Context: an optimization exercise on an open-source flow, tuned for small area, a short achievable clock period and few clock cycles per item. The choices shown serve that exercise and are no tape-out recipe.
At most, simulation tests tie the RTL to the original design; equivalence was not proved.
For runs 1 and 2, only the layout was checked, not whether the RTL still works.
Power is estimated from default activity; no workload was simulated.

$ cat flow/abc_map.script
strash; dch; map -D 1800; topo; stime -c; buffer -c; upsize -c -D 1800; dnsize -c -D 1800
$ cat standard.sh
#!/bin/bash
# synth_recipe.tcl (not shown) runs the flow's synth.tcl, then flattens the netlist and writes it again
# the make line also repeats each setting of config.mk as NAME=value (left out here)
make -C /OpenROAD-flow-scripts/flow DESIGN_CONFIG=/design/flow/config.mk WORK_HOME=/design/flow/orfs CLKGATE_MAP_FILE= SYNTH_SCRIPT=/design/flow/synth_recipe.tcl "${@:-finish}"
$ cat config.mk
export PLATFORM = sky130hd
export DESIGN_NAME = audio_rd_dma
export DESIGN_NICKNAME = audio_rd_dma
export VERILOG_FILES = /design/flow/design.v
export SDC_FILE = /design/flow/constraint.sdc
export NUM_CORES = 4
export LEC_CHECK = 0
export CAP_MARGIN = 20
export CORE_MARGIN = 2
export CORE_UTILIZATION = 60
export SETUP_SLACK_MARGIN = 2.5
export SLEW_MARGIN = 20
$ cat constraint.sdc
create_clock -name core_clock -period 5.5 [get_ports {gclk}]
set_input_delay 1.1000 -clock core_clock [delete_from_list [all_inputs] [get_ports {gclk}]]
set_output_delay 1.1000 -clock core_clock [all_outputs]
set_load 0.01 [all_outputs]
$ cat flow/my_synth.tcl
proc synth {args} { yosys synth -nofsm -noshare {*}$args }
# Map with a custom ABC script instead of the speed script.
proc abc {args} {
  set i [lsearch -exact $args -script]
  if {$i >= 0 && [info exists ::env(MY_ABC_SCRIPT)]} { lset args [expr {$i+1}] $::env(MY_ABC_SCRIPT) }
  if {[info exists ::env(MY_ABC_D)]} { set j [lsearch -exact $args -D]; if {$j>=0} {lset args [expr {$j+1}] $::env(MY_ABC_D)} }
  if {[info exists ::env(MY_ABC_NOSCRIPT)]} { set i [lsearch -exact $args -script]; set args [lreplace $args $i [expr {$i+1}]] }
  if {[info exists ::env(MY_ABC_NOD)]} { set j [lsearch -exact $args -D]; if {$j>=0} {set args [lreplace $args $j [expr {$j+1}]]} }
  puts "MYABC: $args"
  yosys abc {*}$args
}
source $::env(SCRIPTS_DIR)/synth.tcl
# left out here: clear keep_hierarchy, flatten, clean up, hide names made inside functions, write 1_2_yosys.v
$ cat design.v
package aud_dma_pkg;
    typedef enum logic [1:0] {
        ST_IDLE = 2'd0,
        ST_REQ  = 2'd1,
        ST_DATA = 2'd2
    } dma_state_t;
    localparam logic [2:0]  AXI_SIZE_64    = 3'd3;
    localparam logic [1:0]  AXI_BURST_INCR = 2'b01;
    localparam int unsigned BYTES_PER_BEAT = 8;
    function automatic logic [31:0] burst_bytes(input logic [4:0] beats);
        burst_bytes = {27'd0, beats} * BYTES_PER_BEAT;
    endfunction
endpackage
module audio_rd_dma #(
    parameter int              ID_W        = 4,
    parameter logic [ID_W-1:0] AXI_ID      = 1,
    parameter int              BURST_BEATS = 8,
    parameter int              FIFO_DEPTH  = 32
) (
    input  logic            gclk,
    input  logic            gresetn,
    input  logic            cfg_start,
    input  logic            cfg_stop,
    input  logic [31:0]     cfg_base,
    input  logic [15:0]     cfg_words,
    input  logic            cfg_loop,
    output logic            busy,
    output logic            done,
    output logic            err,
    output logic [ID_W-1:0] aid,
    output logic [31:0]     aaddr,
    output logic            avalid,
    output logic            awrite,
    output logic [3:0]      alen,
    output logic [2:0]      asize,
    output logic [1:0]      aburst,
    input  logic            aready,
    input  logic [ID_W-1:0] rid,
    input  logic [63:0]     rdata,
    input  logic            rlast,
    input  logic            rvalid,
    output logic            rready,
    output logic [63:0]     smp_data,
    output logic            smp_valid,
    input  logic            smp_ready
);
    localparam logic [1:0] MAX_OUT = 2'd3;
    logic [25:0] aaddr_r;      
    logic [12:0] whi_r;        
    logic [2:0]  llen_r;       
    logic [12:0] rem_r;        
    logic        full_r;       
    logic        lastq_r;      
    logic        loop_r;
    logic        busy_r, done_r, err_r, stop_r, avalid_r;
    logic        prd_r;        
    logic [1:0]  oc_r;         
    logic [2:0]  db_r;         
    logic        start_s, stop_now_s, acc_s, act_s, beat_s, id_ok_s;
    logic        last_burst_s, last_exp_s, cmp_s;
    logic        nat_end_s, stop_end_s, restart_s, adv_s;
    logic [12:0] addr_b_s;
    logic        addr_ci_s;
    logic [14:0] lo_sum_s;
    logic [12:0] hi_inc_s, hi_dec_s, hi_nxt_s;
    logic [12:0] rem_nxt_s;
    assign start_s    = cfg_start & ~busy_r;
    assign stop_now_s = busy_r & (cfg_stop | stop_r);
    assign acc_s      = avalid_r & aready;
    assign act_s      = (oc_r != 2'd0);
    assign id_ok_s    = (rid == AXI_ID);
    assign beat_s     = rvalid & smp_ready & act_s;
    assign last_burst_s = prd_r & (oc_r == 2'd1);
    assign last_exp_s   = (db_r == 3'd7) | (last_burst_s & (db_r == llen_r));
    assign cmp_s        = beat_s & last_exp_s;
    assign nat_end_s  = cmp_s & last_burst_s & ~loop_r;
    assign stop_end_s = stop_now_s & ~avalid_r & (oc_r == 2'd0);
    assign restart_s  = busy_r & prd_r & loop_r & (oc_r == 2'd0);
    assign addr_b_s  = prd_r ? ~whi_r : 13'd0;
    assign addr_ci_s = prd_r ? full_r : 1'b1;
    assign lo_sum_s  = {1'b0, aaddr_r[12:0], 1'b1} + {1'b0, addr_b_s, addr_ci_s};
    assign hi_inc_s  = aaddr_r[25:13] + 13'd1;
    assign hi_dec_s  = aaddr_r[25:13] - 13'd1;
    always_comb begin
        case ({prd_r, lo_sum_s[14]})
            2'b01:   hi_nxt_s = hi_inc_s;
            2'b10:   hi_nxt_s = hi_dec_s;
            default: hi_nxt_s = aaddr_r[25:13];
        endcase
    end
    assign rem_nxt_s = prd_r ? whi_r : rem_r - 13'd1;
    assign adv_s     = acc_s | restart_s;
    always_ff @(posedge gclk or negedge gresetn) begin
        if (!gresetn) begin
            busy_r   <= 1'b0;
            done_r   <= 1'b0;
            err_r    <= 1'b0;
            stop_r   <= 1'b0;
            avalid_r <= 1'b0;
            prd_r    <= 1'b0;
            oc_r     <= 2'd0;
            db_r     <= 3'd0;
        end else begin
            case ({acc_s, cmp_s})
                2'b10:   oc_r <= oc_r + 2'd1;
                2'b01:   oc_r <= oc_r - 2'd1;
                default: oc_r <= oc_r;
            endcase
            stop_r <= ~start_s & (stop_r | cfg_stop);
            if (start_s) begin
                busy_r   <= (cfg_words != 16'd0);
                done_r   <= (cfg_words == 16'd0);
                err_r    <= 1'b0;
                avalid_r <= (cfg_words != 16'd0);
                prd_r    <= 1'b0;
            end else begin
                busy_r <= busy_r & ~nat_end_s & ~stop_end_s;
                done_r <= nat_end_s & ~stop_now_s;
                if (beat_s & (~id_ok_s | (rlast != last_exp_s))) begin
                    err_r <= 1'b1;
                end
                if (avalid_r) begin
                    avalid_r <= ~aready;
                end else begin
                    avalid_r <= busy_r & ~stop_now_s & ~prd_r & (oc_r != MAX_OUT);
                end
                if (acc_s & lastq_r) begin
                    prd_r <= 1'b1;
                end else if (restart_s) begin
                    prd_r <= 1'b0;
                end
            end
            if (beat_s) begin
                db_r <= last_exp_s ? 3'd0 : db_r + 3'd1;
            end
        end
    end
    always_ff @(posedge gclk) begin
        if (start_s) begin
            aaddr_r <= cfg_base[31:6];
            whi_r   <= cfg_words[15:3];
            llen_r  <= cfg_words[2:0] - 3'd1;
            full_r  <= (cfg_words[2:0] == 3'd0);
            rem_r   <= cfg_words[15:3];
            lastq_r <= (cfg_words[15:3] == {12'd0, (cfg_words[2:0] == 3'd0)});
            loop_r  <= cfg_loop;
        end else if (adv_s) begin
            aaddr_r <= {hi_nxt_s, lo_sum_s[13:1]};
            rem_r   <= rem_nxt_s;
            lastq_r <= (rem_nxt_s == {12'd0, full_r});
        end
    end
    assign busy      = busy_r;
    assign done      = done_r;
    assign err       = err_r;
    assign aid       = AXI_ID;
    assign aaddr     = {aaddr_r, 6'd0};
    assign avalid    = avalid_r;
    assign awrite    = 1'b0;
    assign alen      = lastq_r ? {1'b0, llen_r} : 4'd7;
    assign asize     = aud_dma_pkg::AXI_SIZE_64;
    assign aburst    = aud_dma_pkg::AXI_BURST_INCR;
    assign rready    = smp_ready & act_s;
    assign smp_data  = rdata;
    assign smp_valid = rvalid & id_ok_s & act_s;
endmodule
$ cat flow/run.sh
#!/bin/bash
# Layout with the standard.sh (ORFS), with two changes:
#  - synthesis runs flow/my_synth.tcl: synth_recipe.tcl's steps, except that
#    the ABC mapping uses Yosys's default ABC script with a delay target
#    (registers are mapped exactly as in the standard synthesis);
#  - extra ORFS settings passed as make variables (see below).
# Each tool's output goes to standard.log (ORFS keeps per-step logs in orfs/logs).
set -euo pipefail
export MY_ABC_SCRIPT=$PWD/flow/abc_map.script MY_ABC_NOD=1
bash standard.sh SYNTH_SCRIPT=$PWD/flow/my_synth.tcl ADDER_MAP_FILE= BUFFER_PORTS_ARGS="-buffer_cell sky130_fd_sc_hd__buf_1" finish > standard.log 2>&1
==> results.sh, run 1 <==
export IMPL_post_route_util_pct=74.0
export IMPL_grt_max_degree=36
export IMPL_reg2reg_slack_ns=2.42
export IMPL_gr_usage_met2_pct=44.2
export IMPL_hold_depth=2
export IMPL_drv_cap=0
export IMPL_gp_congestion=0.873
export IMPL_path_buf_inv=3
export IMPL_fp_dieArea_sq_um=9100
export IMPL_cp_cell_sequence="inv_12 -> nor2_4 -> and2_4 -> nor2_2 -> a21oi_1 -> o21ai_4 -> a21oi_4 -> nand3_4 -> buf_12 -> xor2_4 -> buf_4 -> nor4_4 -> nand4_1 -> and3_1 -> o31ai_1"
export IMPL_layout_min_cycle_time_ns=3.08
export IMPL_hold_viol_final=0
export IMPL_worst_path_dominant_cell_family="simple AND/OR/NAND/NOR gates"
export IMPL_p_int_mw=2.12
export IMPL_drc=0
export IMPL_leakage_nw=2.42
export IMPL_postSynthCellCount=632
export IMPL_r2r_cells=15
export IMPL_cp_endpoint="aaddr_r[24]"
export IMPL_ir_worst_vdd_mv=0.288
export IMPL_grt_most_used_layer="met2"
export IMPL_clock_latency_ns=0.36
export IMPL_nFillCells=598
export IMPL_clkPwrFrac_pct=11.4
export IMPL_vias_per_cell=5.56
export IMPL_arrival_ns=3.27
export IMPL_clk_pin_slew_ns=0.08
export IMPL_p_per_area_nw_per_um2=653
export IMPL_syn_avg_cell_area_sq_um=7.93
export IMPL_antennaDiodeCount=0
export IMPL_die_h_um=95.4
export IMPL_r2r_end="aaddr_r[24]"
export IMPL_final_cell_count_no_fill=813
export IMPL_clock_fmax_mhz=325
export IMPL_critPathMaxStageDelay_ns=0.55
export IMPL_synth_main_ff_cell="edfxtp_1"
export IMPL_path_class="reg -> reg"
export IMPL_synthArstFlopShare_pct=15.9
export IMPL_crit_cells=15
export IMPL_detail_route_antenna_nets=0
export IMPL_ys_ff_latch=69
export IMPL_cp_start_kind="flop"
export IMPL_crit_fanout=7
export IMPL_gr_usage_all_layers_pct=27.7
export IMPL_wirelength_um=13400
export IMPL_cts_buffers=9
export IMPL_layout_drive_gt1_share_pct=23.6
export IMPL_power_frac_comb_pct=59.7
export IMPL_finClkSkew_ns=0.0114
export IMPL_synth_area_sq_um=5010
export IMPL_clock_sinks=69
export IMPL_finalSetupViolCount=0
export IMPL_report_final_slew_viol_count=0
export IMPL_die_w_um=95.4
export IMPL_groute_layer_met1_usage_pct=38.3
export IMPL_ys_seq_area_share_pct=40.2
export IMPL_slew_headroom_pct=48.5
export IMPL_dr_pass1_iters=6
export IMPL_start_util_pct=61.3
export IMPL_boundaryPins=241
export IMPL_ys_warn_count=1
export IMPL_rows=33
export IMPL_rsz0062_at_grt="true"
export IMPL_antenna_found_initial=0
export IMPL_fin_crit_sh_pct=55.9
export IMPL_timing_rr_start="prd_r"
export IMPL_final_cell_mix="106 x nand2_1, 87 x buf_1, 61 x nor2_1"
export IMPL_htreeDepth=3
export IMPL_hold_class="reg -> reg"
export IMPL_vias=4524
export IMPL_final_nets=828
export IMPL_outcome="no timing/DRC/antenna violations"
export IMPL_globalRouteOverflowTotal=0
export IMPL_cts_buffer_depth=2
export IMPL_crit_required_ns=5.69
export IMPL_root_buffer="clkbuf_8"
export IMPL_cp_end_kind="flop"
export IMPL_power_switching_mw=1.83
export IMPL_use_met3_pct=5.45
export IMPL_dp_hpwl_um=8480
export IMPL_syn_to_final_growth_pct=20.6
export IMPL_cpMaxStageDelayCell="dfrtp_4"
export IMPL_synth_edf_count=58
export IMPL_post_place_cells=749
export IMPL_cts_tree="yes"
export IMPL_p_sw_share_pct=46.3
export IMPL_post_drt_wl_per_cell_um=16.5
export IMPL_portBuffers=89
export IMPL_seq_power_share_pct=28.9
export IMPL_netlist_cell_type_count=48
export IMPL_grt_pass1_vias=4073
export IMPL_coreArea_sq_um=8180
export IMPL_finalSetupTns_ns=0
export IMPL_grt_pass1_wl_um=19400
export IMPL_worst_slew_pin_slew_ns=0.770
export IMPL_cts_hold_buf=0
export IMPL_layout_commonest_cell="nand2_1"
export IMPL_drtIter0Drc=406
export IMPL_cp_startpoint="prd_r"
-- power groups by stage --
stage                     registers, mW  clock network (mW)  logic [mW]
after global placement             1.10                   0        1.56
after detailed placement           1.11                   0        1.59
final                              1.14               0.449        2.36
after floorplan                    1.10                   0        1.26
after CTS                          1.12               0.448        2.05
after global routing               1.17               0.472        2.58
-- worst reg2reg max path: cells and delay by family (launching register included) --
family	cells	cell delay, ns
compound gates	4	0.75
xor+xnor	1	0.18
simple gates	7	0.99
buf+inv	3	0.44
flops	1	0.55
-- cells in the mapped netlist (3+ instances only) --
cell,n,area [sq um]
edfxtp_1,58,1740
nand3_1,11,55.1
o21ai_0,39,195
nand2_1,125,469
dfrtp_1,11,275
o21ai_1,3,15.0
nor2_1,90,338
inv_1,55,206
a21oi_1,32,160
or2_2,3,18.8
nor2_2,6,37.5
o41ai_1,3,26.3
clkbuf_1,10,37.5
inv_2,4,15.0
xor2_1,20,175
xnor2_1,9,78.8
and2_1,3,18.8
nor4_1,6,37.5
a41oi_1,6,52.6
nand4_1,6,37.5
buf_4,81,608
buf_6,3,33.8
a31oi_1,11,68.8
nor3_1,6,30.0
-- metal layers --
metal  vias up  wire [um]
li1       2154          -
met1      2103       5560
met2       221       6470
met3        46       1100
met4         0        258
met5         -          0
-- repair_timing --
action,in CTS,in global routing
gates resized for setup,67,69
gates cloned,3,0
endpoints found under the setup margin,32,31
pin swaps,19,30
setup buffers,36,9
-- flip-flops by register name, indices dropped and copies added (netlist names), 2 cells and up --
register / cells
aaddr_r: 26
rem_r: 13
whi_r: 13
db_r: 3
llen_r: 3
oc_r: 2
-- worst min-delay path by stage --
stage,startpoint,to,slack [ns]
finish,err_r,err_r,0.50
CTS,err_r,err_r,0.52
floorplan,db_r[1],db_r[1],0.48
global route,err_r,err_r,0.53
global placement,err_r,err_r,0.48
detailed placement,err_r,err_r,0.50
-- layout make-up --
| class | count | area, sq um | area share, % |
|---|---|---|---|
| inverter | 59 | 236 | 3.91 |
| sequential | 69 | 2020 | 33.4 |
| timing repair buffer | 137 | 774 | 12.8 |
| clock buffer | 11 | 151 | 2.50 |
| tap | 105 | 131 | 2.17 |
| clock inverter | 5 | 57.6 | 0.952 |
| timing repair inverter | 2 | 20.0 | 0.331 |
| multi-input combinational | 425 | 2660 | 43.9 |
-- cells by family (layout without fill, tap and decap cells) --
kind of cell,count (synthesis),after routing,synth area share (%)
compound gates,110,110,13.0
xor+xnor,30,30,5.39
buf+inv,154,214,18.1
flops,69,69,40.2
other cells,2,17,0.150
simple gates,267,268,23.1
-- per-stage QoR --
| stage | power (mW) | hold WS (ns) | area [sq um] | setup slack (ns) |
|---|---|---|---|---|
| floorplan | 2.36 | 0.476 | 5070 | 2.70 |
| global placement | 2.66 | 0.476 | 4880 | 1.60 |
| detailed placement | 2.70 | 0.497 | 4880 | 1.49 |
| CTS | 3.62 | 0.516 | 5740 | 2.45 |
| global route | 4.22 | 0.532 | 6050 | 2.27 |
| finish | 3.95 | 0.503 | 6050 | 2.42 |
==> run 2, diff against run 1 <==
==> flow/abc_map.script (replaced) <==
&get -n; &st; &dch; &nf -D 1500; &put; topo; stime -c; buffer -c; upsize -c -D 1500; dnsize -c -D 1500
==> run 2 against run 1 <==
  * First-iteration DRC count fell by 42%
  * Sequential power grew 5%
  * Sequential share of layout area up 1.5 points
  * Synthesized cell count is 15% lower
  * Hold slack better by 0.014 ns
  * Highest routed layer unchanged
  * Die area rose by 2.3%
  * Routed wire length is 11% lower
  * Final cell count fell by 15%
  * Clock power down 8.5%
  * Combinational power fell by 8%
  * Register-to-register slack got worse by 0.50 ns
  * Largest power group unchanged
  * Clock skew rose by 0.00052 ns
==> results.sh, run 2 <==
export IMPL_outcome="no timing/DRC/antenna violations"
export IMPL_power_switching_mw=1.66
export IMPL_vias=4000
export IMPL_finClkSkew_ns=0.0119
export IMPL_ys_ff_latch=69
export IMPL_dpl_cell_area_sq_um=5020
export IMPL_nFillCells=653
export IMPL_place_ws_ns=1.20
export IMPL_crit_fanout=7
export IMPL_detail_route_antenna_nets=0
export IMPL_crit_required_ns=5.58
export IMPL_finalSetupTns_ns=0
export IMPL_portBuffers=89
export IMPL_post_route_util_pct=69.9
export IMPL_cts_tree="yes"
export IMPL_largest_register_ffs=26
export IMPL_ir_worst_vdd_mv=0.275
export IMPL_cp_start_kind="flop"
export IMPL_cts_buffer_depth=2
export IMPL_synth_top_area_share_pct=33.9
export IMPL_hold_viol_final=0
export IMPL_layout_commonest_cell="buf_1"
export IMPL_power_frac_comb_pct=57.5
export IMPL_p_int_mw=2.13
export IMPL_synth_main_ff_cell="edfxtp_1"
export IMPL_htreeDepth=3
export IMPL_slew_headroom_pct=58.5
export IMPL_grt_pass1_vias=3706
export IMPL_clkPwrFrac_pct=10.9
export IMPL_layout_drive_gt1_share_pct=19.3
export IMPL_layout_min_cycle_time_ns=3.58
export IMPL_rows=33
export IMPL_hold_class="reg -> reg"
export IMPL_yosysTopAreaCell="edfxtp_1"
export IMPL_vias_per_cell=5.78
export IMPL_netlist_cell_type_count=63
export IMPL_synth_common_cells="81 x buf_4, 58 x edfxtp_1, 46 x nor2_1"
export IMPL_seq_power_share_pct=31.6
export IMPL_die_h_um=96.5
export IMPL_clk_pin_slew_ns=0.07
export IMPL_drc=0
export IMPL_globalRouteOverflowTotal=0
export IMPL_cts_buffers=9
export IMPL_cp_end_kind="flop"
export IMPL_synthArstFlopShare_pct=15.9
export IMPL_die_w_um=96.5
export IMPL_final_area_sq_um=5770
export IMPL_p_per_area_nw_per_um2=657
export IMPL_synth_area_sq_um=5140
export IMPL_reg_top3="aaddr_r x26, rem_r x13, whi_r x13"
export IMPL_cp_startpoint="prd_r"
export IMPL_post_drt_wl_per_cell_um=17.2
export IMPL_root_buffer="clkbuf_8"
export IMPL_grt_pass1_wl_um=18000
export IMPL_gp_congestion=0.896
export IMPL_fp_dieArea_sq_um=9320
export IMPL_report_final_slew_viol_count=0
export IMPL_boundaryPins=241
export IMPL_worst_slew_pin_slew_ns=0.621
export IMPL_regMostFlops="aaddr_r"
export IMPL_coreArea_sq_um=8260
export IMPL_gr_usage_all_layers_pct=25.3
export IMPL_wirelength_um=11900
export IMPL_synth_edf_count=58
export IMPL_timing_rr_start="prd_r"
export IMPL_finalSetupViolCount=0
export IMPL_clock_sinks=69
export IMPL_dr_pass1_iters=5
export IMPL_start_util_pct=62.2
export IMPL_yosysMostFrequentCell="buf_4"
export IMPL_antennaDiodeCount=0
export IMPL_clock_latency_ns=0.35
export IMPL_syn_to_final_growth_pct=12.4
export IMPL_dp_hpwl_um=8090
export IMPL_ys_warn_count=1
export IMPL_antenna_found_initial=0
export IMPL_final_cell_mix="89 x buf_1, 58 x edfxtp_1, 46 x nor2_1"
export IMPL_synth_area_top_cells="edfxtp_1 34%, buf_4 12%, xnor2_1 7.2%, dfrtp_1 5.4%, a21oi_1 3.6%"
export IMPL_postSynthCellCount=536
export IMPL_min_delay_start="oc_r[1]"
export IMPL_p_total_mw=3.79
export IMPL_path_class="reg -> reg"
export IMPL_fin_ws_ns=1.92
export IMPL_rsz0062_at_grt="true"
export IMPL_arrival_ns=3.65
export IMPL_syn_avg_cell_area_sq_um=9.58
export IMPL_fin_crit_sh_pct=65.0
export IMPL_p_sw_share_pct=43.9
export IMPL_leakage_nw=2.09
export IMPL_clock_fmax_mhz=280
export IMPL_final_nets=707
export IMPL_grt_max_degree=57
export IMPL_drv_cap=0
export IMPL_ys_seq_area_share_pct=39.3
export IMPL_drtIter0Drc=237
## run 2: cell count changes after synthesis, sizes merged, moves of 7 or more
cell / change
a21o: +8
inv: -47
maj3: +8
nand2: -98
nand2b: +12
nand3: -7
nor2: -50
nor2b: +7
nor4: +10
o21ai: -15
xnor2: +34
## run 2: repair_timing
action                                  in CTS  in global routing
hold buffers                                 0                  0
endpoints found under the setup margin      29                 32
endpoints found under the hold margin        0                  0
resized for setup                           28                 33
setup buffers                               16                  9
pin swaps                                    6                 21
gates cloned                                 1                  0
## run 2: power groups by stage
stage	combinational [mW]	clock, mW	sequential (mW)
after global routing	2.41	0.440	1.23
after floorplan	1.40	0	1.16
after detailed placement	1.75	0	1.18
final	2.18	0.411	1.20
after CTS	1.98	0.416	1.17
after global placement	1.72	0	1.17
## run 2: path summary, 6_finish.rpt
| kind | endpoint | slack [ns] | cells after the start |
|---|---|---|---|
| min in group asynchronous | done_r | 0.74 | 1 |
| min reg2reg | oc_r[1] | 0.52 | 1 |
| max reg2reg | aaddr_r[25] | 1.92 | 13 |
| max in group asynchronous | prd_r | 4.32 | 1 |
| min | oc_r[1] | 0.52 | 1 |
| max | aaddr_r[25] | 1.92 | 13 |
## run 2: layer usage
| layer | GRT usage [%] | share of wire (%) | up-vias |
|---|---|---|---|
| met5 | 0 | 0 | - |
| li1 | - | - | 1919 |
| met4 | 6.22 | 1.3 | 0 |
| met2 | 41.8 | 48 | 166 |
| met1 | 34.6 | 45 | 1884 |
| met3 | 4.81 | 6.0 | 31 |
## run 2: stage by stage
step	hold slack (ns)	instances
2_1_floorplan	0.472	551
5_1_grt	0.550	692
3_5_place_dp	0.503	650
6_report	0.517	692
4_1_cts	0.520	683
3_3_place_gp	0.485	650
## run 2: critical path, cell delays in order (launching register included)
cell and delay (ns):
dfrtp_2 0.44, buf_12 0.14, and2b_2 0.24, xnor2_4 0.17, or4_4 0.57, o21ai_4 0.17
nor3_4 0.06, buf_12 0.17, buf_6 0.13, xnor2_4 0.16, or4_4 0.58, o31ai_4 0.26
xnor2_1 0.15, a21oi_1 0.08
## run 2: final cells by class
cell class	count	area, sq um	share of cell area (%)
clock buffers	9	124	2.15
clock inverters	7	66.3	1.15
inverters	12	45.0	0.780
multi-input cells	370	2760	47.7
flip-flops and latches	69	2020	35.0
well taps	105	131	2.28
repair buffers	120	632	10.9
## run 2: logic make-up (layout without fill, tap and decap cells)
group                    Yosys count  count (layout)  synth area share (%)
AND/OR/NAND/NOR                  161             161                  17.2
AO/OA/AOI/OAI                    120             120                  15.8
other                              2              17                 0.146
buffers and inverters            112             148                  14.6
XOR/XNOR                          63              63                  11.1
flip-flops                        69              69                  39.3
multiplexers                       1               1                 0.219
adder cells (fa/ha/maj)            8               8                  1.66
==> run 3, diff against run 2 <==
--- a/design.v
+++ b/design.v
@@ -64,3 +64,4 @@
     logic [14:0] lo_sum_s;
-    logic [12:0] hi_inc_s, hi_dec_s, hi_nxt_s;
+    logic [12:0] hi_nxt_s;
+    logic        hi_fix_r;     
     logic [12:0] rem_nxt_s;
@@ -81,11 +82,3 @@
     assign lo_sum_s  = {1'b0, aaddr_r[12:0], 1'b1} + {1'b0, addr_b_s, addr_ci_s};
-    assign hi_inc_s  = aaddr_r[25:13] + 13'd1;
-    assign hi_dec_s  = aaddr_r[25:13] - 13'd1;
-    always_comb begin
-        case ({prd_r, lo_sum_s[14]})
-            2'b01:   hi_nxt_s = hi_inc_s;
-            2'b10:   hi_nxt_s = hi_dec_s;
-            default: hi_nxt_s = aaddr_r[25:13];
-        endcase
-    end
+    assign hi_nxt_s  = hi_fix_r ? aaddr_r[25:13] - 13'd1 : aaddr_r[25:13] + 13'd1;
     assign rem_nxt_s = prd_r ? whi_r : rem_r - 13'd1;
@@ -102,3 +95,5 @@
             db_r     <= 3'd0;
+            hi_fix_r <= 1'b0;
         end else begin
+            hi_fix_r <= restart_s & ~lo_sum_s[14];
             case ({acc_s, cmp_s})
@@ -147,5 +142,10 @@
         end else if (adv_s) begin
-            aaddr_r <= {hi_nxt_s, lo_sum_s[13:1]};
+            aaddr_r[12:0] <= lo_sum_s[13:1];
+            if (~prd_r & (&aaddr_r[12:0])) begin
+                aaddr_r[25:13] <= hi_nxt_s;
+            end
             rem_r   <= rem_nxt_s;
             lastq_r <= (rem_nxt_s == {12'd0, full_r});
+        end else if (hi_fix_r) begin
+            aaddr_r[25:13] <= hi_nxt_s;
         end
==> run 3 against run 2 <==
  * Clock power is 6.1% lower
  * Clock skew is 0.0021 ns lower
  * Die area is 2.3% lower
  * Maximum frequency is 22% higher
  * Sequential power hardly changed
  * Critical endpoint is now smp_valid
  * Routed wire length is 7.1% lower
  * Synthesized area is 2.4% lower
  * Via count is 7.6% lower
  * Hold slack worse by 0.0024 ns
  * Utilization is 8.0 points lower
  * Sequential cell count is 1 higher
==> results.sh, run 3 <==
export IMPL_outcome="no timing/DRC/antenna violations"
export IMPL_layout_drive_gt1_share_pct=7.99
export IMPL_ys_ff_latch=70
export IMPL_die_h_um=95.4
export IMPL_p_total_mw=3.00
export IMPL_cp_end_kind="output port"
export IMPL_yosysMostFrequentCell="buf_4"
export IMPL_fin_crit_sh_pct=53.1
export IMPL_dr_pass1_iters=4
export IMPL_cts_buffers=9
export IMPL_synth_main_ff_cell="edfxtp_1"
export IMPL_path_class="in -> out"
export IMPL_die_w_um=95.4
export IMPL_syn_avg_cell_area_sq_um=9.53
export IMPL_final_cell_mix="89 x buf_1, 58 x edfxtp_1, 48 x nor2_1"
export IMPL_coreArea_sq_um=8180
export IMPL_synth_area_sq_um=5010
export IMPL_rsz0062_at_grt="false"
export IMPL_drtIter0Drc=148
export IMPL_netlist_cell_type_count=64
export IMPL_regMostFlops="aaddr_r"
export IMPL_dpl_cell_area_sq_um=4870
export IMPL_hold_class="reg -> reg"
export IMPL_post_drt_wl_per_cell_um=16.9
export IMPL_postSynthCellCount=526
export IMPL_portBuffers=89
export IMPL_synth_edf_count=58
export IMPL_clock_sinks=70
export IMPL_synth_area_top_cells="edfxtp_1 35%, buf_4 13%, xnor2_1 7.0%, dfrtp_1 6.0%, xor2_1 4.5%"
export IMPL_fp_dieArea_sq_um=9100
export IMPL_globalRouteOverflowTotal=0
export IMPL_dp_hpwl_um=8140
export IMPL_ys_seq_area_share_pct=40.7
export IMPL_cts_tree="yes"
export IMPL_report_final_slew_viol_count=0
export IMPL_slew_headroom_pct=54.8
export IMPL_hold_viol_final=0
export IMPL_leakage_nw=1.82
export IMPL_detail_route_antenna_nets=0
export IMPL_finalSetupViolCount=0
export IMPL_start_util_pct=61.3
export IMPL_layout_min_cycle_time_ns=2.92
export IMPL_gr_usage_all_layers_pct=24.3
export IMPL_finalSetupTns_ns=0
export IMPL_clk_pin_slew_ns=0.09
export IMPL_antennaDiodeCount=0
export IMPL_reg_top3="aaddr_r x26, rem_r x13, whi_r x13"
export IMPL_crit_required_ns=4.40
export IMPL_final_nets=671
export IMPL_arrival_ns=1.82
export IMPL_rows=33
export IMPL_wirelength_um=11100
export IMPL_final_area_sq_um=5060
export IMPL_layout_commonest_cell="buf_1"
export IMPL_crit_fanout=2
export IMPL_ir_worst_vdd_mv=0.297
export IMPL_root_buffer="clkbuf_8"
export IMPL_whs_ns=0.515
export IMPL_cp_start_kind="primary input"
export IMPL_htreeDepth=3
export IMPL_clock_fmax_mhz=342
export IMPL_gp_congestion=0.844
export IMPL_cts_buffer_depth=2
export IMPL_grt_max_degree=38
export IMPL_largest_register_ffs=26
export IMPL_vias_per_cell=5.64
export IMPL_vias=3697
export IMPL_yosysTopAreaCell="edfxtp_1"
export IMPL_synth_common_cells="84 x buf_4, 58 x edfxtp_1, 48 x nor2_1"
export IMPL_drv_cap=0
export IMPL_ys_warn_count=1
export IMPL_finClkSkew_ns=0.00985
export IMPL_synth_top_area_share_pct=34.7
export IMPL_antenna_found_initial=0
export IMPL_worst_slew_pin_slew_ns=0.677
export IMPL_reg2reg_slack_ns=2.72
export IMPL_drc=0
export IMPL_synthArstFlopShare_pct=17.1
export IMPL_p_per_area_nw_per_um2=593
export IMPL_nFillCells=737
export IMPL_syn_to_final_growth_pct=0.923
export IMPL_boundaryPins=241
export IMPL_clock_latency_ns=0.35
export IMPL_grt_pass1_vias=3437
export IMPL_grt_pass1_wl_um=16900
[run 3: cell count changes after synthesis, moves of 6 or more]
cell	change
nor4_1	-11
nand2_1	+7
o21ai_0	+6
xor2_1	+6
[run 3: report_power, final]
part / internal [mW] / switching (mW)
logic: 0.599 / 0.838
clock network: 0.165 / 0.221
registers: 0.926 / 0.253
[run 3: through the flow]
stage / cells / util [%] / worst slack, ns
after floorplan: 541 / - / 2.61
after global placement: 639 / 59.5 / 2.23
after detailed placement: 639 / 59.5 / 2.21
after CTS: 655 / 61.7 / 2.56
after global routing: 656 / 61.9 / 2.50
final: 656 / 61.9 / 2.58
[run 3: path summary, 6_finish.rpt]
path                              start     endpoint  cells past startpoint
worst max-delay path             rid[1]    smp_valid                      4
worst min-delay path              err_r        err_r                      2
worst max register to register    prd_r  aaddr_r[12]                      8
worst min register to register    err_r        err_r                      2
max in group asynchronous       gresetn     hi_fix_r                      1
min in group asynchronous       gresetn      db_r[2]                      1
[run 3: final cells by class]
cell class	instances	area (sq um)	share of cell area, %
Multi-Input combinational cell	364	2310	45.7
Sequential cell	70	2040	40.4
Timing Repair Buffer	94	375	7.42
Tap cell	105	131	2.60
Clock buffer	9	124	2.45
Clock inverter	7	48.8	0.964
Inverter	7	26.3	0.519
[run 3: repair_timing]
| action | 4_1_cts | 5_1_grt |
|---|---|---|
| hold buffers | 0 | 0 |
| pin swaps | 0 | 0 |
| buffers inserted | 0 | 0 |
| resized for setup | 1 | 2 |
| setup endpoints to repair | 1 | 14 |
[run 3: cell families (layout without fill, tap and decap cells)]
| logic type | after synthesis | after routing | share of synthesized area [%] |
|---|---|---|---|
| flip-flops | 70 | 70 | 40.7 |
| AO/OA/AOI/OAI | 118 | 118 | 14.5 |
| buffers and inverters | 107 | 117 | 14.5 |
| multiplexers | 1 | 1 | 0.225 |
| AND/OR/NAND/NOR | 152 | 152 | 16.3 |
| adder cells (fa/ha/maj) | 9 | 9 | 1.80 |
| other | 2 | 17 | 0.150 |
| XOR/XNOR | 67 | 67 | 11.9 |
[run 3: routing by layer]
metal / vias to the layer above / GRT usage, % / routed length, um
li1: 1794 / - / -
met3: 20 / 5.22 / 638
met4: 0 / 8.33 / 132
met5: - / 0 / 0
met2: 127 / 40.7 / 5470
met1: 1756 / 31.4 / 4850
[run 3: worst max-delay path, stage by stage]
cell and delay (ns):
buf_1 0.08, nor4b_2 0.29, and3_1 0.19, buf_1 0.16
Testbench counts of run 3, summed over its fixed seeds: cycles 12,335, items 9,450.
==> run 4, diff against run 3 <==
==> flow/abc_map.script (replaced) <==
strash; dch; map -D 1800; topo; stime -c; buffer -c; upsize -c -D 1800; dnsize -c -D 1800
==> run 4 against run 3 <==
  * Still clean
  * Utilization rose by 1.2 points
  * Maximum frequency rose by 0.72%
  * Power fell by 2.9%
  * Combinational power fell by 5%
  * Setup slack improved by 0.021 ns
  * Critical path type unchanged
  * Critical endpoint unchanged
==> results.sh, run 4 <==
export IMPL_regMostFlops="aaddr_r"
export IMPL_clkPwrFrac_pct=14.8
export IMPL_place_ws_ns=1.52
export IMPL_report_final_slew_viol_count=0
export IMPL_synth_top_area_share_pct=34.9
export IMPL_finClkSkew_ns=0.0101
export IMPL_clock_fmax_mhz=345
export IMPL_postSynthCellCount=629
export IMPL_finalSetupViolCount=0
export IMPL_yosysMostFrequentCell="nand2_1"
export IMPL_arrival_ns=1.80
export IMPL_ys_ff_latch=70
export IMPL_vias_per_cell=5.21
export IMPL_synth_edf_count=58
export IMPL_ir_worst_vdd_mv=0.285
export IMPL_p_int_mw=1.62
export IMPL_finalSetupTns_ns=0
export IMPL_boundaryPins=241
export IMPL_slew_headroom_pct=50.8
export IMPL_seq_power_share_pct=38.2
export IMPL_p_total_mw=2.91
export IMPL_crit_required_ns=4.40
export IMPL_antenna_found_initial=0
export IMPL_final_area_sq_um=5130
export IMPL_cpMaxStageDelayCell="nor4b_4"
export IMPL_hold_viol_final=0
export IMPL_grt_pass1_vias=3532
export IMPL_outcome="no timing/DRC/antenna violations"
export IMPL_p_sw_share_pct=44.5
export IMPL_wirelength_um=11300
export IMPL_gr_usage_all_layers_pct=24.9
export IMPL_critPathMaxStageDelay_ns=0.29
export IMPL_power_switching_mw=1.30
export IMPL_rsz0062_at_grt="true"
export IMPL_post_place_cells=745
export IMPL_rows=33
export IMPL_largest_register_ffs=26
export IMPL_fin_ws_ns=2.60
export IMPL_start_util_pct=61.4
export IMPL_reg_top3="aaddr_r x26, rem_r x13, whi_r x13"
export IMPL_yosysTopAreaCell="edfxtp_1"
export IMPL_layout_min_cycle_time_ns=2.90
export IMPL_whs_ns=0.514
export IMPL_syn_to_final_growth_pct=2.73
export IMPL_path_class="in -> out"
export IMPL_fp_dieArea_sq_um=9070
export IMPL_power_frac_comb_pct=47.0
export IMPL_die_h_um=95.2
export IMPL_dr_pass1_iters=4
export IMPL_worst_path_dominant_cell_family="simple AND/OR/NAND/NOR gates"
export IMPL_layout_commonest_cell="nand2_1"
export IMPL_final_cell_count_no_fill=762
export IMPL_cp_start_kind="primary input"
export IMPL_grt_pass1_wl_um=17300
export IMPL_clock_sinks=70
export IMPL_p_per_area_nw_per_um2=568
export IMPL_detail_route_antenna_nets=0
export IMPL_leakage_nw=2.12
export IMPL_final_nets=777
export IMPL_synth_common_cells="99 x nand2_1, 91 x nor2_1, 81 x buf_4"
export IMPL_htreeDepth=3
export IMPL_dp_hpwl_um=8670
export IMPL_cts_tree="yes"
export IMPL_clk_pin_slew_ns=0.08
export IMPL_cts_buffer_depth=2
export IMPL_synth_area_sq_um=4990
export IMPL_clock_latency_ns=0.35
export IMPL_globalRouteOverflowTotal=0
export IMPL_worst_slew_pin_slew_ns=0.739
export IMPL_cp_end_kind="output port"
export IMPL_synth_area_top_cells="edfxtp_1 35%, buf_4 12%, nand2_1 7.4%, nor2_1 6.8%, dfrtp_1 6.0%"
export IMPL_hold_class="reg -> reg"
export IMPL_gp_congestion=0.851
export IMPL_synth_main_ff_cell="edfxtp_1"
export IMPL_dpl_cell_area_sq_um=4860
export IMPL_fin_crit_sh_pct=52.7
export IMPL_post_drt_wl_per_cell_um=14.8
export IMPL_cts_hold_buf=0
export IMPL_crit_fanout=2
export IMPL_vias=3972
export IMPL_portBuffers=89
export IMPL_layout_drive_gt1_share_pct=5.78
export IMPL_post_route_util_pct=63.1
export IMPL_coreArea_sq_um=8130
export IMPL_drc=0
export IMPL_root_buffer="clkbuf_8"
export IMPL_syn_avg_cell_area_sq_um=7.94
export IMPL_cts_buffers=9
export IMPL_nFillCells=776
export IMPL_antennaDiodeCount=0
export IMPL_drv_cap=0
export IMPL_ys_warn_count=1
export IMPL_drtIter0Drc=159
export IMPL_cp_cell_sequence="buf_1 -> nor4b_4 -> nand2_1 -> nor2_1 -> buf_1"
export IMPL_die_w_um=95.2
export IMPL_netlist_cell_type_count=42
export IMPL_final_cell_mix="98 x nand2_1, 91 x nor2_1, 89 x buf_1"
export IMPL_cpMostUsedCell="buf_1"
export IMPL_synthArstFlopShare_pct=17.1
export IMPL_ys_seq_area_share_pct=40.9
export IMPL_path_buf_inv=2
export IMPL_grt_max_degree=48
## run 4: worst register-to-register path: stages, from the launching register on
cell      delay [ns]
dfrtp_1         0.43
inv_4           0.33
or2_1           0.24
nor2_1          0.09
nor2_1          0.16
nand3_1         0.11
o221ai_2        0.21
nand2_1         0.11
nand2_1         0.12
a31oi_1         0.14
o221ai_1        0.29
xor2_1          0.25
o21ai_1         0.08
## run 4: path summary, 6_finish.rpt
kind	from	endpoint	slack, ns	depth (start not counted)
setup / recovery	rid[1]	smp_valid	2.60	5
hold / removal	oc_r[0]	oc_r[0]	0.51	1
setup reg to reg	prd_r	aaddr_r[11]	2.69	12
hold reg to reg	oc_r[0]	oc_r[0]	0.51	1
max in group asynchronous	gresetn	hi_fix_r	4.21	1
min in group asynchronous	gresetn	hi_fix_r	0.78	1
## run 4: routing by layer
metal  global-route usage, %  up-vias  wire length (um)
met5                       0        -                 0
met4                    9.78        0               219
met3                    4.35       32               773
met2                    41.4      144              5410
met1                    32.3     1775              4910
li1                        -     2021                 -
## run 4: repair_timing
action / CTS / global route
gates resized for setup: 5 / 5
setup endpoints to repair: 15 / 24
buffers inserted: 1 / 0
## run 4: layout make-up
cell class | instances | area (sq um) | share of cell area, %
multi-input combinational | 400 | 2070 | 40.3
sequential | 70 | 2040 | 39.8
timing repair buffer | 92 | 369 | 7.20
inverter | 79 | 315 | 6.15
clock buffer | 13 | 181 | 3.54
tap | 105 | 131 | 2.56
clock inverter | 3 | 22.5 | 0.439
## run 4: power groups by stage
stage / Clock (mW) / Combinational [mW] / Sequential (mW)
4_1_cts: 0.439 / 1.37 / 1.11
6_report: 0.431 / 1.37 / 1.11
2_1_floorplan: 0 / 1.03 / 1.12
3_3_place_gp: 0 / 1.30 / 1.11
5_1_grt: 0.455 / 1.59 / 1.14
3_5_place_dp: 0 / 1.34 / 1.12
## run 4: kinds of logic after synthesis
kind of cell	count (synthesis)	synth area share, %
other	2	0.150
AOI/OAI and AO/OA	106	13.1
buffers and inverters	174	19.4
DFF	70	40.9
and+or+nand+nor	244	20.7
xor gates and xnor gates	33	5.79
==> run 5, diff against run 4 <==
--- a/flow/run.sh
+++ b/flow/run.sh
@@ -2,5 +2,6 @@
 # Layout with the standard.sh (ORFS), with two changes:
-#  - synthesis runs flow/my_synth.tcl: synth_recipe.tcl's steps, except that
-#    the ABC mapping uses Yosys's default ABC script with a delay target
-#    (registers are mapped exactly as in the standard synthesis);
+#  - synthesis runs flow/my_synth.tcl: synth_recipe.tcl's steps (same Yosys
+#    synth -nofsm -noshare, flatten and renaming), except that the ABC call
+#    uses flow/abc_map.script and no adder map; registers are mapped exactly
+#    as in the standard synthesis;
 #  - extra ORFS settings passed as make variables (see below).
==> flow/abc_map.script (replaced) <==
&get -n; &st; &dch; &nf -D 1500; &put; topo; stime -c; buffer -c; upsize -c -D 1500; dnsize -c -D 1500
--- a/config.mk
+++ b/config.mk
@@ -10,3 +10,3 @@
 export CORE_UTILIZATION = 60
-export SETUP_SLACK_MARGIN = 2.5
+export SETUP_SLACK_MARGIN = 2.8
 export SLEW_MARGIN = 20
==> run 5 against run 4 <==
  * Maximum frequency is 0.66% lower
  * Synthesized area is 0.43% higher
  * Sequential cell count stayed put
  * Utilization is 0.24 points lower
  * Final area is 0.12% higher
  * Sequential share of layout area hardly changed
  * Global-route usage is 0.41 points lower
  * Power is 5.1% higher
  * Synthesized cell count is 16% lower
  * Setup slack worse by 0.019 ns
  * Non-clock buffer count is 1 higher
  * Routed wire length is 3.3% lower
  * Largest cell class unchanged
==> results.sh, run 5 <==
export IMPL_drv_cap=0
export IMPL_worst_path_dominant_cell_family="simple AND/OR/NAND/NOR gates"
export IMPL_hold_depth=2
export IMPL_yosysMostFrequentCell="buf_4"
export IMPL_outcome="no timing/DRC/antenna violations"
export IMPL_report_final_slew_viol_count=0
export IMPL_yosysTopAreaCell="edfxtp_1"
export IMPL_critPathMaxStageDelay_ns=0.31
export IMPL_reg2reg_slack_ns=2.98
export IMPL_antennaDiodeCount=0
export IMPL_ys_seq_area_share_pct=40.7
export IMPL_r2r_end="lastq_r"
export IMPL_vias=3683
export IMPL_regMostFlops="aaddr_r"
export IMPL_fin_crit_sh_pct=53.1
export IMPL_dpl_cell_area_sq_um=4880
export IMPL_drc=0
export IMPL_synth_main_ff_cell="edfxtp_1"
export IMPL_r2r_cells=7
export IMPL_finalSetupTns_ns=0
export IMPL_syn_to_final_growth_pct=2.42
export IMPL_path_class="in -> out"
export IMPL_cts_tree="yes"
export IMPL_synth_edf_count=58
export IMPL_clk_pin_slew_ns=0.08
export IMPL_cp_cell_sequence="buf_1 -> nor4b_2 -> and3_1 -> buf_2"
export IMPL_cts_buffer_depth=2
export IMPL_dp_hpwl_um=7950
export IMPL_cp_end_kind="output port"
export IMPL_die_h_um=95.4
export IMPL_detail_route_antenna_nets=0
export IMPL_final_area_sq_um=5130
export IMPL_cpMaxStageDelayCell="nor4b_2"
export IMPL_layout_drive_gt1_share_pct=9.64
export IMPL_path_buf_inv=2
export IMPL_start_util_pct=61.3
export IMPL_clock_sinks=70
export IMPL_worst_slew_pin_slew_ns=0.687
export IMPL_grt_pass1_vias=3459
export IMPL_layout_min_cycle_time_ns=2.92
export IMPL_hold_viol_final=0
export IMPL_coreArea_sq_um=8180
export IMPL_timing_rr_start="rem_r[1]"
export IMPL_post_drt_wl_per_cell_um=16.7
export IMPL_portBuffers=89
export IMPL_crit_required_ns=4.40
export IMPL_die_w_um=95.4
export IMPL_wirelength_um=10900
export IMPL_leakage_nw=1.85
export IMPL_rsz0062_at_grt="true"
export IMPL_netlist_cell_type_count=64
export IMPL_syn_avg_cell_area_sq_um=9.53
export IMPL_gr_usage_all_layers_pct=24.5
export IMPL_globalRouteOverflowTotal=0
export IMPL_synth_area_sq_um=5010
export IMPL_layout_commonest_cell="buf_1"
export IMPL_dr_pass1_iters=5
export IMPL_grt_pass1_wl_um=16900
export IMPL_cp_start_kind="primary input"
export IMPL_cts_buffers=9
export IMPL_min_delay_start="err_r"
export IMPL_antenna_found_initial=0
export IMPL_synth_area_top_cells="edfxtp_1 35%, buf_4 13%, xnor2_1 7.0%, dfrtp_1 6.0%, xor2_1 4.5%"
export IMPL_synth_top_area_share_pct=34.7
export IMPL_gp_congestion=0.852
export IMPL_cts_hold_buf=0
export IMPL_holdPathEnd="err_r"
export IMPL_ir_worst_vdd_mv=0.299
export IMPL_arrival_ns=1.82
export IMPL_htreeDepth=3
export IMPL_slew_headroom_pct=54.2
export IMPL_ys_warn_count=1
export IMPL_hold_class="reg -> reg"
export IMPL_final_nets=670
export IMPL_fp_dieArea_sq_um=9100
export IMPL_rows=33
export IMPL_whs_ns=0.516
export IMPL_postSynthCellCount=526
export IMPL_reg_top3="aaddr_r x26, rem_r x13, whi_r x13"
export IMPL_clock_latency_ns=0.35
export IMPL_boundaryPins=241
export IMPL_p_per_area_nw_per_um2=596
export IMPL_synthArstFlopShare_pct=17.1
export IMPL_final_cell_mix="88 x buf_1, 58 x edfxtp_1, 48 x nor2_1"
export IMPL_crit_fanout=2
export IMPL_ys_ff_latch=70
export IMPL_clock_fmax_mhz=343
export IMPL_grt_max_degree=58
export IMPL_largest_register_ffs=26
export IMPL_root_buffer="clkbuf_8"
export IMPL_finalSetupViolCount=0
export IMPL_vias_per_cell=5.62
export IMPL_drtIter0Drc=122
export IMPL_finClkSkew_ns=0.0149
export IMPL_synth_common_cells="84 x buf_4, 58 x edfxtp_1, 48 x nor2_1"
export IMPL_cts_setup_buffers=0
## run 5: final cells by class
| cell class | count | area, sq um |
|---|---|---|
| Timing Repair Buffer | 93 | 378 |
| Fill cell | 734 | 3040 |
| Sequential cell | 70 | 2050 |
| Clock buffer | 9 | 124 |
| Inverter | 7 | 26.3 |
| Tap cell | 105 | 131 |
| Clock inverter | 7 | 73.8 |
| Multi-Input combinational cell | 364 | 2350 |
## run 5: worst reg2reg max path, stage by stage, from the launching register on
cell	delay (ns)
edfxtp_1	0.45
or4_4	0.58
nand2b_4	0.19
or4_4	0.47
nor2_4	0.13
xor2_2	0.16
o21ai_2	0.08
a41o_1	0.23
## run 5: per-layer routing
| metal | up-vias | share of wire, % | global-route usage, % |
|---|---|---|---|
| met2 | 152 | 49 | 39.6 |
| met4 | 0 | 2.1 | 9.40 |
| met1 | 1695 | 42 | 31.5 |
| met3 | 37 | 6.7 | 6.56 |
| li1 | 1799 | - | - |
| met5 | - | 0 | 0 |
## run 5: kinds of logic after synthesis
family	share of synthesized area, %
AOI/OAI and AO/OA	14.5
DFF	40.7
xor gates and xnor gates	11.9
buffers and inverters	14.5
other	0.150
adders and majority gates	1.80
muxes	0.225
and+or+nand+nor	16.3
## run 5: worst max path at each step
stage / slack, ns / end / start / cells past startpoint
CTS: 2.57 / smp_valid / rid[3] / 4
finish: 2.58 / smp_valid / rid[3] / 4
detailed placement: 2.53 / smp_valid / rid[1] / 4
global route: 2.54 / smp_valid / rid[3] / 4
global placement: 2.60 / smp_valid / rid[1] / 4
floorplan: 2.81 / smp_valid / rid[1] / 2
## run 5: where the power goes
| group | internal (mW) | leakage (nW) | switching, mW |
|---|---|---|---|
| clock network | 0.211 | 0.0996 | 0.216 |
| registers | 0.928 | 0.691 | 0.259 |
| logic | 0.615 | 1.06 | 0.833 |
| total | 1.75 | 1.85 | 1.31 |
## run 5: through the flow
step / setup WS (ns) / total power, mW / std cells / util (%)
finish: 2.58 / 3.06 / 655 / 62.8
global placement: 2.60 / 2.58 / 639 / 59.6
CTS: 2.57 / 3.05 / 655 / 62.3
floorplan: 2.81 / 2.29 / 541 / -
global route: 2.54 / 3.31 / 655 / 62.8
detailed placement: 2.53 / 2.61 / 639 / 59.6
## run 5: timing repair
action                                  in CTS  in global routing
pin swaps                                    2                  0
resized for setup                            6                 10
endpoints found under the setup margin       6                 19
==> run 6, diff against run 5 <==
--- a/config.mk
+++ b/config.mk
@@ -10,3 +10,3 @@
 export CORE_UTILIZATION = 60
-export SETUP_SLACK_MARGIN = 2.8
+export SETUP_SLACK_MARGIN = 2.2
 export SLEW_MARGIN = 20
==> run 6 against run 5 <==
  * Largest power group unchanged
  * Critical endpoint unchanged
  * Final area shrank 1.6%
  * Register-to-register slack lost 0.28 ns
  * Synthesized area is the same
  * Clock skew shrank 0.0050 ns
  * Critical path type unchanged
==> results.sh, run 6 <==
export IMPL_yosys_area_share_simple_pct=16.3
export IMPL_ys_warn_count=1
export IMPL_vias=3743
export IMPL_cts_buffers=9
export IMPL_grt_pass1_wl_um=16900
export IMPL_detail_route_antenna_nets=0
export IMPL_report_final_slew_viol_count=0
export IMPL_vias_per_cell=5.71
export IMPL_final_cell_count_no_fill=656
export IMPL_dpl_cell_area_sq_um=4870
export IMPL_gr_usage_all_layers_pct=24.3
export IMPL_synth_area_mux_share_pct=0.225
export IMPL_drv_cap=0
export IMPL_dp_hpwl_um=8140
export IMPL_nFillCells=740
export IMPL_synth_area_sq_um=5010
export IMPL_finalSetupTns_ns=0
export IMPL_synth_top_family_by_area="simple AND/OR/NAND/NOR gates"
export IMPL_cp_cell_sequence="buf_1 -> nor4b_1 -> and3_1 -> buf_1"
export IMPL_clk_pin_slew_ns=0.09
export IMPL_regMostFlops="aaddr_r"
export IMPL_gp_congestion=0.844
export IMPL_final_nets=671
export IMPL_start_util_pct=61.3
export IMPL_largest_register_ffs=26
export IMPL_ff_latch_area_sq_um=2040
export IMPL_cts_buffer_depth=2
export IMPL_layout_commonest_cell="buf_1"
export IMPL_htreeDepth=3
export IMPL_synth_area_top_cells="edfxtp_1 35%, buf_4 13%, xnor2_1 7.0%, dfrtp_1 6.0%, xor2_1 4.5%"
export IMPL_cts_setup_buffers=0
export IMPL_fin_crit_sh_pct=54.6
export IMPL_ys_ff_latch=70
export IMPL_seq_power_share_pct=39.3
export IMPL_yosysTopAreaCell="edfxtp_1"
export IMPL_cpMostUsedCell="buf_1"
export IMPL_synth_fa_ha_area_share_pct=1.80
export IMPL_rows=33
export IMPL_arrival_ns=1.90
export IMPL_yosysMostFrequentCell="buf_4"
export IMPL_synth_main_ff_cell="edfxtp_1"
export IMPL_cp_end_kind="output port"
export IMPL_antenna_found_initial=0
export IMPL_worst_slew_pin_slew_ns=0.932
export IMPL_layout_min_cycle_time_ns=3.00
export IMPL_finClkSkew_ns=0.00995
export IMPL_final_cell_mix="89 x buf_1, 58 x edfxtp_1, 48 x nor2_1"
export IMPL_wirelength_um=11100
export IMPL_dr_pass1_iters=4
export IMPL_hold_viol_final=0
export IMPL_antennaDiodeCount=0
export IMPL_coreArea_sq_um=8180
export IMPL_p_int_mw=1.69
export IMPL_netlist_cell_type_count=64
export IMPL_postSynthCellCount=526
export IMPL_path_buf_inv=2
export IMPL_cts_tree="yes"
export IMPL_syn_avg_cell_area_sq_um=9.53
export IMPL_reg_top3="aaddr_r x26, rem_r x13, whi_r x13"
export IMPL_synth_common_cells="84 x buf_4, 58 x edfxtp_1, 48 x nor2_1"
export IMPL_ir_worst_vdd_mv=0.297
export IMPL_critPathMaxStageDelay_ns=0.36
export IMPL_hold_class="reg -> reg"
export IMPL_drtIter0Drc=134
export IMPL_synthArstFlopShare_pct=17.1
export IMPL_place_ws_ns=2.21
export IMPL_clock_fmax_mhz=333
export IMPL_crit_required_ns=4.40
export IMPL_root_buffer="clkbuf_8"
export IMPL_synth_top_area_share_pct=34.7
export IMPL_p_per_area_nw_per_um2=593
export IMPL_portBuffers=89
export IMPL_rsz0062_at_grt="false"
export IMPL_ys_seq_area_share_pct=40.7
export IMPL_layout_drive_gt1_share_pct=7.44
export IMPL_grt_pass1_vias=3438
export IMPL_power_switching_mw=1.31
export IMPL_p_sw_share_pct=43.6
export IMPL_outcome="no timing/DRC/antenna violations"
export IMPL_leakage_nw=1.82
export IMPL_post_place_cells=639
export IMPL_clkPwrFrac_pct=12.8
export IMPL_worst_path_dominant_cell_family="simple AND/OR/NAND/NOR gates"
export IMPL_die_h_um=95.4
export IMPL_fin_ws_ns=2.50
export IMPL_fp_dieArea_sq_um=9100
export IMPL_syn_to_final_growth_pct=0.749
export IMPL_finalSetupViolCount=0
export IMPL_post_drt_wl_per_cell_um=16.9
export IMPL_slew_headroom_pct=37.9
export IMPL_final_area_sq_um=5050
export IMPL_boundaryPins=241
export IMPL_synth_edf_count=58
export IMPL_die_w_um=95.4
export IMPL_synthXorXnorAreaFrac_pct=11.9
export IMPL_cpMaxStageDelayCell="nor4b_1"
export IMPL_drc=0
export IMPL_clock_sinks=70
export IMPL_synth_compound_area_share_pct=14.5
export IMPL_grt_max_degree=38
export IMPL_crit_fanout=2
export IMPL_cp_start_kind="primary input"
export IMPL_multi_input_area_sq_um=2300
export IMPL_cts_hold_buf=0
export IMPL_power_frac_comb_pct=47.8
export IMPL_globalRouteOverflowTotal=0
export IMPL_cts_resized=0
export IMPL_path_class="in -> out"
export IMPL_clock_latency_ns=0.34
==> run 6: cell counts after synthesis <==
No cell type changed its count.
==> run 6: cell families after synthesis <==
| logic type | count (synthesis) |
|---|---|
| DFF | 70 |
| xor gates and xnor gates | 67 |
| other | 2 |
| buffers and inverters | 107 |
| AOI/OAI and AO/OA | 118 |
| muxes | 1 |
| adders and majority gates | 9 |
| and+or+nand+nor | 152 |
==> run 6: final cells by class <==
class / count / share of cell area [%]
multi-input cells: 364 / 45.6
flip-flops and latches: 70 / 40.4
repair buffers: 94 / 7.43
well taps: 105 / 2.60
clock buffers: 9 / 2.45
clock inverters: 7 / 0.966
inverters: 7 / 0.520
==> run 6: worst paths after layout <==
path	start	endpoint	slack, ns	cells past startpoint
worst min-delay path	err_r	err_r	0.52	2
max in group asynchronous	gresetn	busy_r	4.30	1
worst max-delay path	rid[1]	smp_valid	2.50	4
worst min register to register	err_r	err_r	0.52	2
min in group asynchronous	gresetn	db_r[2]	0.76	1
worst max register to register	hi_fix_r	aaddr_r[22]	2.70	7
==> run 6: metal layers <==
layer | global-route usage, % | part of all wire (%)
met4 | 8.33 | 1.5
met3 | 5.22 | 5.9
met1 | 31.3 | 43
met5 | 0 | 0
met2 | 40.7 | 50
==> run 6: tightest hold or removal path: stages, from the launching register on <==
cell     delay [ns]
dfrtp_1        0.35
a21oi_1        0.04
nor2_1         0.08
==> run 6: metrics by stage <==
stage                     hold WS, ns  power [mW]  utilization [%]
final                           0.515        3.00             61.8
after global routing            0.542        3.22             61.8
after CTS                       0.524        3.01             61.6
after detailed placement        0.505        2.62             59.5
after global placement          0.477        2.58             59.5
after floorplan                 0.477        2.29                -
==> run 6: power groups by stage <==
stage	clock network [mW]	registers (mW)	logic, mW
floorplan	0	1.17	1.12
finish	0.385	1.18	1.43
detailed placement	0	1.19	1.43
global route	0.407	1.21	1.60
global placement	0	1.18	1.40
CTS	0.387	1.18	1.44
==> run 7, diff against run 6 <==
--- a/config.mk
+++ b/config.mk
@@ -10,3 +10,3 @@
 export CORE_UTILIZATION = 60
-export SETUP_SLACK_MARGIN = 2.2
+export SETUP_SLACK_MARGIN = 2.5
 export SLEW_MARGIN = 20
==> run 7 against run 6 <==
  * Via count is 1.2% lower
  * Final area is 0.17% higher
  * Combinational power barely moved
  * Clock power is essentially flat
  * Power increased by 0.19%
  * Synthesized area stayed put
  * Die area unchanged
  * Routed wire length increased by 0.20%
  * Clock skew about the same
  * Critical path depth did not move
  * First-iteration DRC count rose by 10%
  * Final cell count unchanged
==> results.sh, run 7 <==
export IMPL_gr_usage_all_layers_pct=24.3
export IMPL_cp_end_kind="output port"
export IMPL_cts_tree="yes"
export IMPL_layout_drive_gt1_share_pct=7.99
export IMPL_ys_warn_count=1
export IMPL_clkPwrFrac_pct=12.8
export IMPL_path_buf_inv=2
export IMPL_clock_fmax_mhz=342
export IMPL_worst_path_dominant_cell_family="simple AND/OR/NAND/NOR gates"
export IMPL_antenna_found_initial=0
export IMPL_cts_setup_buffers=0
export IMPL_crit_required_ns=4.40
export IMPL_synth_common_cells="84 x buf_4, 58 x edfxtp_1, 48 x nor2_1"
export IMPL_dp_hpwl_um=8140
export IMPL_postSynthCellCount=526
export IMPL_cpMaxStageDelayCell="nor4b_2"
export IMPL_die_w_um=95.4
export IMPL_leakage_nw=1.82
export IMPL_critPathMaxStageDelay_ns=0.29
export IMPL_synthArstFlopShare_pct=17.1
export IMPL_fin_crit_sh_pct=53.1
export IMPL_reg_top3="aaddr_r x26, rem_r x13, whi_r x13"
export IMPL_yosysMostFrequentCell="buf_4"
export IMPL_cp_start_kind="primary input"
export IMPL_post_route_util_pct=61.9
export IMPL_p_sw_share_pct=43.7
export IMPL_synth_top_area_share_pct=34.7
export IMPL_syn_to_final_growth_pct=0.923
export IMPL_root_buffer="clkbuf_8"
export IMPL_finClkSkew_ns=0.00985
export IMPL_cts_buffers=9
export IMPL_regMostFlops="aaddr_r"
export IMPL_detail_route_antenna_nets=0
export IMPL_hold_class="reg -> reg"
export IMPL_ir_worst_vdd_mv=0.297
export IMPL_reg2reg_slack_ns=2.72
export IMPL_finalSetupViolCount=0
export IMPL_seq_power_share_pct=39.3
export IMPL_slew_headroom_pct=54.8
export IMPL_hold_viol_final=0
export IMPL_drv_cap=0
export IMPL_grt_pass1_wl_um=16900
export IMPL_yosysTopAreaCell="edfxtp_1"
export IMPL_p_per_area_nw_per_um2=593
export IMPL_boundaryPins=241
export IMPL_post_drt_wl_per_cell_um=16.9
export IMPL_portBuffers=89
export IMPL_final_nets=671
export IMPL_die_h_um=95.4
export IMPL_clk_pin_slew_ns=0.09
export IMPL_largest_register_ffs=26
export IMPL_coreArea_sq_um=8180
export IMPL_drtIter0Drc=148
export IMPL_final_area_sq_um=5060
export IMPL_antennaDiodeCount=0
export IMPL_fp_dieArea_sq_um=9100
export IMPL_synth_edf_count=58
export IMPL_dr_pass1_iters=4
export IMPL_layout_commonest_cell="buf_1"
export IMPL_gp_congestion=0.844
export IMPL_grt_max_degree=38
export IMPL_grt_pass1_vias=3437
export IMPL_p_total_mw=3.00
export IMPL_synth_main_ff_cell="edfxtp_1"
export IMPL_clock_latency_ns=0.35
export IMPL_rows=33
export IMPL_report_final_slew_viol_count=0
export IMPL_worst_slew_pin_slew_ns=0.677
export IMPL_vias_per_cell=5.64
export IMPL_final_cell_mix="89 x buf_1, 58 x edfxtp_1, 48 x nor2_1"
export IMPL_cpMostUsedCell="buf_1"
export IMPL_layout_min_cycle_time_ns=2.92
export IMPL_whs_ns=0.515
export IMPL_p_int_mw=1.69
export IMPL_cts_buffer_depth=2
export IMPL_synth_area_sq_um=5010
export IMPL_arrival_ns=1.82
export IMPL_start_util_pct=61.3
export IMPL_synth_area_top_cells="edfxtp_1 35%, buf_4 13%, xnor2_1 7.0%, dfrtp_1 6.0%, xor2_1 4.5%"
export IMPL_rsz0062_at_grt="false"
export IMPL_finalSetupTns_ns=0
export IMPL_power_switching_mw=1.31
export IMPL_ys_ff_latch=70
export IMPL_dpl_cell_area_sq_um=4870
export IMPL_outcome="no timing/DRC/antenna violations"
export IMPL_vias=3697
export IMPL_crit_fanout=2
export IMPL_netlist_cell_type_count=64
export IMPL_htreeDepth=3
export IMPL_drc=0
export IMPL_globalRouteOverflowTotal=0
export IMPL_power_frac_comb_pct=47.9
export IMPL_cp_cell_sequence="buf_1 -> nor4b_2 -> and3_1 -> buf_1"
export IMPL_ys_seq_area_share_pct=40.7
export IMPL_clock_sinks=70
export IMPL_wirelength_um=11100
export IMPL_cts_hold_buf=0
export IMPL_path_class="in -> out"
export IMPL_syn_avg_cell_area_sq_um=9.53
run 7: cell counts after synthesis:
Identical to the previous run, type by type.
run 7: power by group through the flow:
| stage | clock [mW] | combinational [mW] | sequential, mW |
|---|---|---|---|
| 2_1_floorplan | 0 | 1.12 | 1.17 |
| 6_report | 0.386 | 1.44 | 1.18 |
| 3_5_place_dp | 0 | 1.43 | 1.19 |
| 3_3_place_gp | 0 | 1.40 | 1.18 |
| 4_1_cts | 0.387 | 1.44 | 1.18 |
| 5_1_grt | 0.407 | 1.60 | 1.21 |
run 7: logic make-up (layout without fill, tap and decap cells):
| family | after synthesis | after routing | share of synthesized area (%) |
|---|---|---|---|
| AO/OA/AOI/OAI | 118 | 118 | 14.5 |
| XOR/XNOR | 67 | 67 | 11.9 |
| adder cells (fa/ha/maj) | 9 | 9 | 1.80 |
| buffers and inverters | 107 | 117 | 14.5 |
| flip-flops | 70 | 70 | 40.7 |
| multiplexers | 1 | 1 | 0.225 |
| other | 2 | 17 | 0.150 |
| AND/OR/NAND/NOR | 152 | 152 | 16.3 |
run 7: area by class of cell:
class	count	area, sq um
Timing Repair Buffer	94	375
Tap cell	105	131
Clock buffer	9	124
Multi-Input combinational cell	364	2310
Sequential cell	70	2040
Fill cell	737	3120
Clock inverter	7	48.8
Inverter	7	26.3
run 7: path summary, 6_finish.rpt:
check,endpoint,cells after the start,start
min in group asynchronous,db_r[2],1,gresetn
max in group asynchronous,hi_fix_r,1,gresetn
hold / removal,err_r,2,err_r
hold reg to reg,err_r,2,err_r
setup / recovery,smp_valid,4,rid[1]
setup reg to reg,aaddr_r[12],8,prd_r
run 7: per-layer routing:
metal	global-route usage, %	wire length (um)
met1	31.4	4850
met3	5.22	638
met4	8.33	132
met5	0	0
met2	40.7	5470
run 7: worst min-delay path, stage by stage, from the launching register on:
cell,delay [ns]
dfrtp_1,0.35
a21oi_1,0.04
nor2_1,0.08
run 7: through the flow:
step,std cells,setup WS [ns]
final,656,2.58
after global routing,656,2.50
after CTS,655,2.56
after detailed placement,639,2.21
after global placement,639,2.23
after floorplan,541,2.61
run 7: timing repair:
action | 4_1_cts | 5_1_grt
setup endpoints to repair | 1 | 14
endpoints found under the hold margin | 0 | 0
resized for setup | 1 | 2

## afterwards: timing with drivers on the ports
No port has a modelled driver above. Below, the same layouts with a new extraction and two added sets of constraints.
Step 1 assumes that a clkbuf_16 drives the clock port and a buf_2 every other input.
Step 2, shift: input delay + t, output delay - t, t = (earliest + latest rising clock arrival at the registers) / 2. This alone moves slack from input paths to output paths.
Slacks: ideal ports / drivers / drivers and shift; pairs: ideal ports / drivers.
run | t (ns) | setup WS [ns] | worst setup path at the end | worst data-port slew with drivers (ns)
run 1 | 0.378 | 2.423 / 2.423 / 2.401 | input to register | 0.12
run 2 | 0.368 | 1.925 / 1.925 / 1.925 | register to register | 0.08
run 3 | 0.376 | 2.579 / 2.559 / 2.421 | input to register | 0.08
run 4 | 0.377 | 2.600 / 2.576 / 2.367 | input to register | 0.12
run 5 | 0.380 | 2.581 / 2.560 / 2.560 | input to output | 0.08
run 6 | 0.374 | 2.496 / 2.475 / 2.230 | input to register | 0.08
run 7 | 0.376 | 2.579 / 2.559 / 2.421 | input to register | 0.08
After both steps setup and hold are still met in every run listed. The setup slack of run 6, which loses most, moves by -0.021 ns with the drivers and by -0.266 ns with both steps.
